Context: an optimization exercise on an open-source flow, tuned for small area and a short achievable clock period. The choices shown serve that exercise and are no tape-out recipe.
Only simulation tests tie the RTL to the original design; equivalence was not proved.
No activity file was given, so power comes from the tool's default toggle rates.

===== design/flow/config.mk =====
export PLATFORM = sky130hd
export DESIGN_NAME = pkt_ingress_buf
export DESIGN_NICKNAME = pkt_ingress_buf
export VERILOG_FILES = /design/flow/design.v
export SDC_FILE = /design/flow/constraint.sdc
export NUM_CORES = 4
export LEC_CHECK = 0
export CAP_MARGIN = 20
export CORE_MARGIN = 2
export CORE_UTILIZATION = 40
export CTS_CLUSTER_DIAMETER = 100
export CTS_CLUSTER_SIZE = 25
export PLACE_DENSITY = 0.45
export SETUP_SLACK_MARGIN = 2.9
export SLEW_MARGIN = 50
export SYNTH_MEMORY_MAX_BITS = 8192
export TNS_END_PERCENT = 10

===== design/flow/constraint.sdc =====
create_clock -name core_clock -period 5.5 [get_ports {clk}]
set_input_delay 1.1000 -clock core_clock [delete_from_list [all_inputs] [get_ports {clk}]]
set_output_delay 1.1000 -clock core_clock [all_outputs]
set_load 0.01 [all_outputs]

===== design/flow/standard.sh =====
#!/bin/bash
# synth_recipe.tcl (not shown) runs the flow's synth.tcl, then flattens the netlist and writes it again
# the make line also repeats each setting of config.mk as NAME=value (left out here)
make -C /OpenROAD-flow-scripts/flow DESIGN_CONFIG=/design/flow/config.mk WORK_HOME=/design/flow/orfs CLKGATE_MAP_FILE= SYNTH_SCRIPT=/design/flow/synth_recipe.tcl "${@:-finish}"

===== design/flow/flow/run.sh =====
#!/bin/bash
set -euo pipefail
export BUFFER_PORTS_ARGS="-buffer_cell sky130_fd_sc_hd__buf_4"
bash standard.sh > flow_make.log 2>&1

===== design/flow/design.v =====
package pkt_ingress_buf_pkg;
  localparam int PKT_DATA_W  = 64;
  localparam int PKT_EMPTY_W = 6;
  localparam int PKT_WORD_W = 1 + PKT_EMPTY_W + PKT_DATA_W;
endpackage
module pkt_buf_ram #(
  parameter int WIDTH = 71,
  parameter int DEPTH = 64,
  parameter int AW    = $clog2(DEPTH)
) (
  input  logic             clk,
  input  logic             wr_en_a,
  input  logic [AW-1:0]    wr_addr_a,
  input  logic             wr_en_b,
  input  logic [AW-1:0]    wr_addr_b,
  input  logic [WIDTH-1:0] wr_data,
  input  logic [AW-1:0]    rd_addr,
  output logic [WIDTH-1:0] rd_data
);
  logic [WIDTH-1:0] rows [DEPTH];
  logic [DEPTH-1:0] wr_sel;
  for (genvar i = 0; i < DEPTH; i++) begin : g_row
    logic [WIDTH-1:0] q;
    assign wr_sel[i] = (wr_en_a && (wr_addr_a == AW'(i))) ||
                       (wr_en_b && (wr_addr_b == AW'(i)));
    assign rows[i]   = q;
    always_ff @(posedge clk)
      q <= (wr_data & {WIDTH{wr_sel[i]}}) | (q & {WIDTH{!wr_sel[i]}});
  end
  logic [WIDTH-1:0] lvl [AW+1][DEPTH];
  always_comb begin
    for (int i = 0; i < DEPTH; i++) lvl[0][i] = rows[i];
    for (int b = 0; b < AW; b++)
      for (int i = 0; i < (DEPTH >> (b + 1)); i++)
        lvl[b+1][i] = rd_addr[b] ? lvl[b][2*i+1] : lvl[b][2*i];
    rd_data = lvl[AW][0];
  end
endmodule
module pkt_ingress_buf #(
  parameter int DATA_WIDTH  = 64,
  parameter int EMPTY_WIDTH = 6,
  parameter int DEPTH       = 64
) (
  input  logic                   clk,
  input  logic                   reset_n,
  output logic                   in_ready,
  input  logic                   in_valid,
  input  logic                   in_startofpacket,
  input  logic                   in_endofpacket,
  input  logic [DATA_WIDTH-1:0]  in_data,
  input  logic [EMPTY_WIDTH-1:0] in_empty,
  input  logic                   in_error,
  input  logic                   out_ready,
  output logic                   out_valid,
  output logic                   out_startofpacket,
  output logic                   out_endofpacket,
  output logic [DATA_WIDTH-1:0]  out_data,
  output logic [EMPTY_WIDTH-1:0] out_empty,
  output logic                   out_error,
  output logic [15:0]            pkt_count,
  output logic [15:0]            drop_count
);
  localparam int AW = $clog2(DEPTH);
  localparam int PW = AW + 1;
  localparam int WW = 1 + EMPTY_WIDTH + DATA_WIDTH;    
  localparam logic [PW-1:0] ONE_P = PW'(1);
  logic              in_pkt;
  logic [PW-1:0]     wr_spec;
  logic [PW-1:0]     wr_commit;
  logic [PW-1:0]     wr_spec_nx;
  logic [PW-1:0]     wr_commit_nx;
  logic [PW-1:0]     rd_ptr;
  logic [PW-1:0]     rd_ptr_nx;
  logic              full_s_q;
  logic              full_c_q;
  logic              not_empty_q;
  logic [PW-1:0]     base;
  logic [PW-1:0]     base_inc;
  logic              beat;
  logic              abandon;
  logic              store_try;
  logic              full_s;
  logic              full_c;
  logic              full;
  logic              overflow;
  logic              wr_en;
  logic              eop_ok;
  logic              eop_bad;
  logic              drop_one;
  logic              drop_two;
  logic [15:0]       drop_p1;
  logic [15:0]       drop_p2;
  logic              not_empty;
  logic              out_load;
  logic              q_load;
  logic              rd_en;
  logic              q_valid;
  logic              q_sop;
  logic [WW-1:0]     q_word;
  logic              next_sop;
  logic [WW-1:0]     rd_word;
  assign full_s    = full_s_q;
  assign full_c    = full_c_q;
  assign not_empty = not_empty_q;
  always_comb begin
    beat      = in_valid && in_ready;
    abandon   = beat && in_pkt && in_startofpacket;
    store_try = beat && (in_startofpacket || in_pkt);
    base      = abandon ? wr_commit : wr_spec;
    base_inc  = abandon ? (wr_commit + ONE_P) : (wr_spec + ONE_P);
    full      = abandon ? full_c : full_s;
    overflow  = store_try && full;
    wr_en     = store_try && !full;
    eop_ok    = wr_en && in_endofpacket && !in_error;
    eop_bad   = wr_en && in_endofpacket && in_error;
    drop_one  = abandon ^ (overflow || eop_bad);
    drop_two  = abandon && (overflow || eop_bad);
    drop_p1   = (drop_count == 16'hFFFF) ? 16'hFFFF : drop_count + 16'd1;
    drop_p2   = (drop_count[15:1] == 15'h7FFF) ? 16'hFFFF : drop_count + 16'd2;
    wr_spec_nx   = wr_spec;
    wr_commit_nx = wr_commit;
    if (beat) begin
      if (overflow || eop_bad) begin
        wr_spec_nx = wr_commit;
      end else if (wr_en) begin
        wr_spec_nx = base_inc;
        if (in_endofpacket) wr_commit_nx = base_inc;
      end
    end
  end
  always_ff @(posedge clk or negedge reset_n) begin
    if (!reset_n) begin
      in_pkt     <= 1'b0;
      wr_spec    <= '0;
      wr_commit  <= '0;
      in_ready   <= 1'b0;
      pkt_count  <= '0;
      drop_count <= '0;
    end else begin
      in_ready <= 1'b1;
      if (drop_two)      drop_count <= drop_p2;
      else if (drop_one) drop_count <= drop_p1;
      wr_spec   <= wr_spec_nx;
      wr_commit <= wr_commit_nx;
      if (beat) in_pkt <= wr_en && !in_endofpacket;
      if (eop_ok) pkt_count <= pkt_count + 16'd1;
    end
  end
  assign out_load  = !out_valid || out_ready;
  assign q_load    = !q_valid || out_load;
  assign rd_en     = not_empty && q_load;
  assign rd_ptr_nx = rd_en ? rd_ptr + ONE_P : rd_ptr;
  always_ff @(posedge clk or negedge reset_n) begin
    if (!reset_n) begin
      rd_ptr      <= '0;
      full_s_q    <= 1'b0;
      full_c_q    <= 1'b0;
      not_empty_q <= 1'b0;
      q_valid     <= 1'b0;
      next_sop  <= 1'b1;
      out_valid <= 1'b0;
    end else begin
      rd_ptr      <= rd_ptr_nx;
      full_s_q    <= (wr_spec_nx - rd_ptr_nx) == PW'(DEPTH);
      full_c_q    <= (wr_commit_nx - rd_ptr_nx) == PW'(DEPTH);
      not_empty_q <= wr_commit_nx != rd_ptr_nx;
      if (rd_en) next_sop <= rd_word[WW-1];
      if (q_load)   q_valid   <= not_empty;
      if (out_load) out_valid <= q_valid;
    end
  end
  always_ff @(posedge clk) begin
    if (q_load) begin
      q_word <= rd_word;
      q_sop  <= next_sop;
    end
    if (out_load) begin
      out_startofpacket <= q_sop;
      out_endofpacket   <= q_word[WW-1];
      out_empty         <= q_word[DATA_WIDTH +: EMPTY_WIDTH];
      out_data          <= q_word[DATA_WIDTH-1:0];
    end
  end
  assign out_error = 1'b0;
  pkt_buf_ram #(
    .WIDTH (WW),
    .DEPTH (DEPTH),
    .AW    (AW)
  ) u_ram (
    .clk       (clk),
    .wr_en_a   (wr_en && !abandon),
    .wr_addr_a (wr_spec[AW-1:0]),
    .wr_en_b   (wr_en && abandon),
    .wr_addr_b (wr_commit[AW-1:0]),
    .wr_data   ({in_endofpacket, in_empty, in_data}),
    .rd_addr   (rd_ptr[AW-1:0]),
    .rd_data   (rd_word)
  );
endmodule

==> reports/metrics.yaml <==
outcome:
  status: "complete, no violations"
floorplan:
  ios: 184
  fp.dieH_um: 675
  initial_core_util: 0.402
  coreArea_um2: 449000
  dieArea_um2: 456000
  std_cell_rows: 246
  die_w_um: 675
global_route:
  grt_antenna_before_repair: 30
  gr-total-overflow: 0
  grt_pass1_wl_um: 762000
  grt_max_degree: 85
  grt_use_total: 0.247
  grt_pass1_vias: 83500
hold_path:
  min_from: "q_word[61]"
  hold_class: "register to register"
  min_to: "out_data[61]"
  whs_path_depth: 0
timing:
  worstMarginPinSlew_ns: 0.871
  setup_tns_ns: 0
  period_share: 0.602
  relSlewSlack: 0.419
  finalSetupViolCount: 0
  period_needed_ns: 3.31
  grt_setup_unrepaired: "true"
  maxSlewViolCount: 0
  skew_ns: 0.0690
  hold_ws_ns: 0.426
  max_freq_mhz: 302
  finalHoldViolations: 0
logic_synthesis:
  ys.flop_type: "edfxtp_1"
  synth-async-reset-ratio: 0.0128
  yosysMostFrequentCell: "edfxtp_1"
  synth_top_area_share: 0.781
  yosysWarnings: 4
  synthTopCellsByCount: "edfxtp_1 (4,688), mux4_2 (1,487), clkbuf_1 (198)"
  synthCells: 7088
  synth_edf_count: 4688
  synth_top_area_cell: "edfxtp_1"
  synth_nets: 7182
  syn_avg_cell_area_um2: 25.4
  ys_top_cells_by_area: "edfxtp_1 (78%), mux4_2 (19%), dfrtp_1 (0.83%)"
  synth_cell_types: 60
  synth.ff_latch_count: 4749
  yosysSeqAreaShare: 0.789
  netlist_area_um2: 180000
clocking:
  cts_tree: "done"
  clk_pin_slew_ns: 0.09
  ctsRootBufferMaster: "clkbuf_16"
  htreeDepth: 4
  clkLatencyLatePin_ns: 1.02
  cts_sinks: 4749
  clockBufferDepth: 4
  numCtsBuffers: 217
cells_and_area:
  drive_above_1_share: 0.363
  area_growth_pct: 16.5
  fin_nets: 8046
  final_cell_area_um2: 210000
job:
  maxCapViolCount: 0
drt:
  via_count: 84200
  drc_errors: 0
  viasPerCell: 6.03
  drtIter0Drc: 10500
  antenna_left: 0
  dr.pass1.iters: 5
  drt-total-wl_um: 591000
  wl_per_cell_um: 42.3
worst_setup_path:
  startpoint: "rd_ptr[0]"
  r2r-end: "q_word[20]"
  startpoint_type: "register"
  crit_type: "register to register"
  rrSetupSlack_ns: 2.19
  endpoint_kind: "register"
  cp.required_ns: 6.22
  rr_worst_depth: 6
  cp.arrival_ns: 4.03
  path_max_fanout: 14
  crit-reg2reg-launch: "rd_ptr[0]"
power:
  ir_drop_v: 0.000303
  p_leak_nw: 64.4
  power.density_nw_per_um2: 447
placement:
  routabilityCongestion: 0.765
  dp_hpwl_um: 304000
  portBuffers: 182
  place_area_um2: 193000
-- routing by layer --
metal	GRT usage	routed length, µm	vias to the layer above
met5	0	100	-
met4	0.0503	14600	16
met3	0.0227	30700	503
met2	0.420	296000	2746
met1	0.349	249000	48400
li1	-	-	32500
-- layout make-up --
| type | instances | area [µm²] |
|---|---|---|
| fillers | 36400 | 239000 |
| flip-flops and latches | 4749 | 142000 |
| multi-input cells | 1953 | 37700 |
| repair buffers | 1014 | 16600 |
| well taps | 5952 | 7450 |
| clock buffers | 238 | 5640 |
| clock inverters | 22 | 233 |
| inverters | 17 | 66.3 |
| diodes | 16 | 40.0 |
-- cells in the final DEF (no fill, tap or decap), drive strengths merged, types with 9 or more instances in the layout --
| cell | netlist | final |
|---|---|---|
| a21oi | 30 | 30 |
| buf | 171 | 908 |
| bufbuf | 0 | 39 |
| clkbuf | 198 | 304 |
| clkinv | 0 | 9 |
| dfrtp | 60 | 60 |
| diode | 0 | 16 |
| edfxtp | 4688 | 4688 |
| ha | 17 | 17 |
| inv | 17 | 27 |
| mux2i | 10 | 10 |
| mux4 | 1487 | 1487 |
| nand2 | 74 | 74 |
| nand2b | 10 | 10 |
| nand3 | 34 | 34 |
| nor2 | 37 | 37 |
| nor2b | 12 | 12 |
| o21ai | 33 | 33 |
| o22ai | 67 | 67 |
| xnor2 | 23 | 23 |
-- worst max-delay path, cell delays in order (launching register included) --
cell and delay [ns]:
dfrtp_4 0.50, buf_16 0.21, buf_16 0.23, bufbuf_16 0.36, mux4_2 0.55, mux4_2 0.53, mux4_2 0.57
-- stage by stage --
stage / std cells / util / power [mW] / setup slack [ns]
after global routing: 14000 / 0.468 / 96.7 / 2.19
final: 14000 / 0.468 / 93.8 / 2.19
after detailed placement: 13200 / 0.431 / 72.9 / 0.883
after floorplan: 7088 / - / 60.2 / 0.188
after global placement: 13100 / 0.429 / 72.9 / 0.733
after CTS: 13700 / 0.458 / 93.7 / 2.17
-- cell families after synthesis --
family	Yosys count	synth area share
flops	4749	0.789
mux	1503	0.187
buf+inv	386	0.00917
simple gates	217	0.00586
compound gates	182	0.00636
xor+xnor	32	0.00163
fa+ha+maj	17	0.00118
other cells	2	0.0000416
-- worst max path at each step --
stage | slack, ns | to | cells after the start
2_1_floorplan | 0.19 | full_s_q | 11
3_3_place_gp | 0.73 | full_s_q | 16
3_5_place_dp | 0.88 | register | 9
4_1_cts | 2.17 | q_word[68] | 6
5_1_grt | 2.19 | q_word[14] | 6
6_report | 2.19 | q_word[20] | 6
-- report_power, final --
group	total [mW]	switching (mW)	internal, mW
Combinational	33.3	17.5	15.8
Sequential	41.7	0.730	41.0
Clock	18.7	11.4	7.38
Total	93.8	29.6	64.2
-- timing repair --
item                        CTS  global route
buffers inserted            160           146
hold buffers                  0             1
hold endpoints to repair      0            15
gates cloned                117            81
pin swaps                    41            43
setup endpoints to repair  4744          4437
gates resized for setup     302           191

## what the ideal ports hide
Ports are ideal in the flow. The routed layout listed here was re-timed in OpenROAD.
Step 1 assumes that a clkbuf_16 drives the clock port and a buf_2 every other input.
Step 2 also shifts input and output timing later by t, the mid clock arrival at the registers, as if the neighbouring blocks saw the same clock.
a / b / c = no drivers / after step 1 / after step 2; a / b = the first two.
t (ns): 1.095
setup WS [ns]: 2.187 / 2.187 / 1.458
worst setup path after step 2: input to register
After both steps this run still meets setup and hold. For this run, drivers alone change the setup slack by 0.000 ns; drivers and shift together by -0.729 ns.
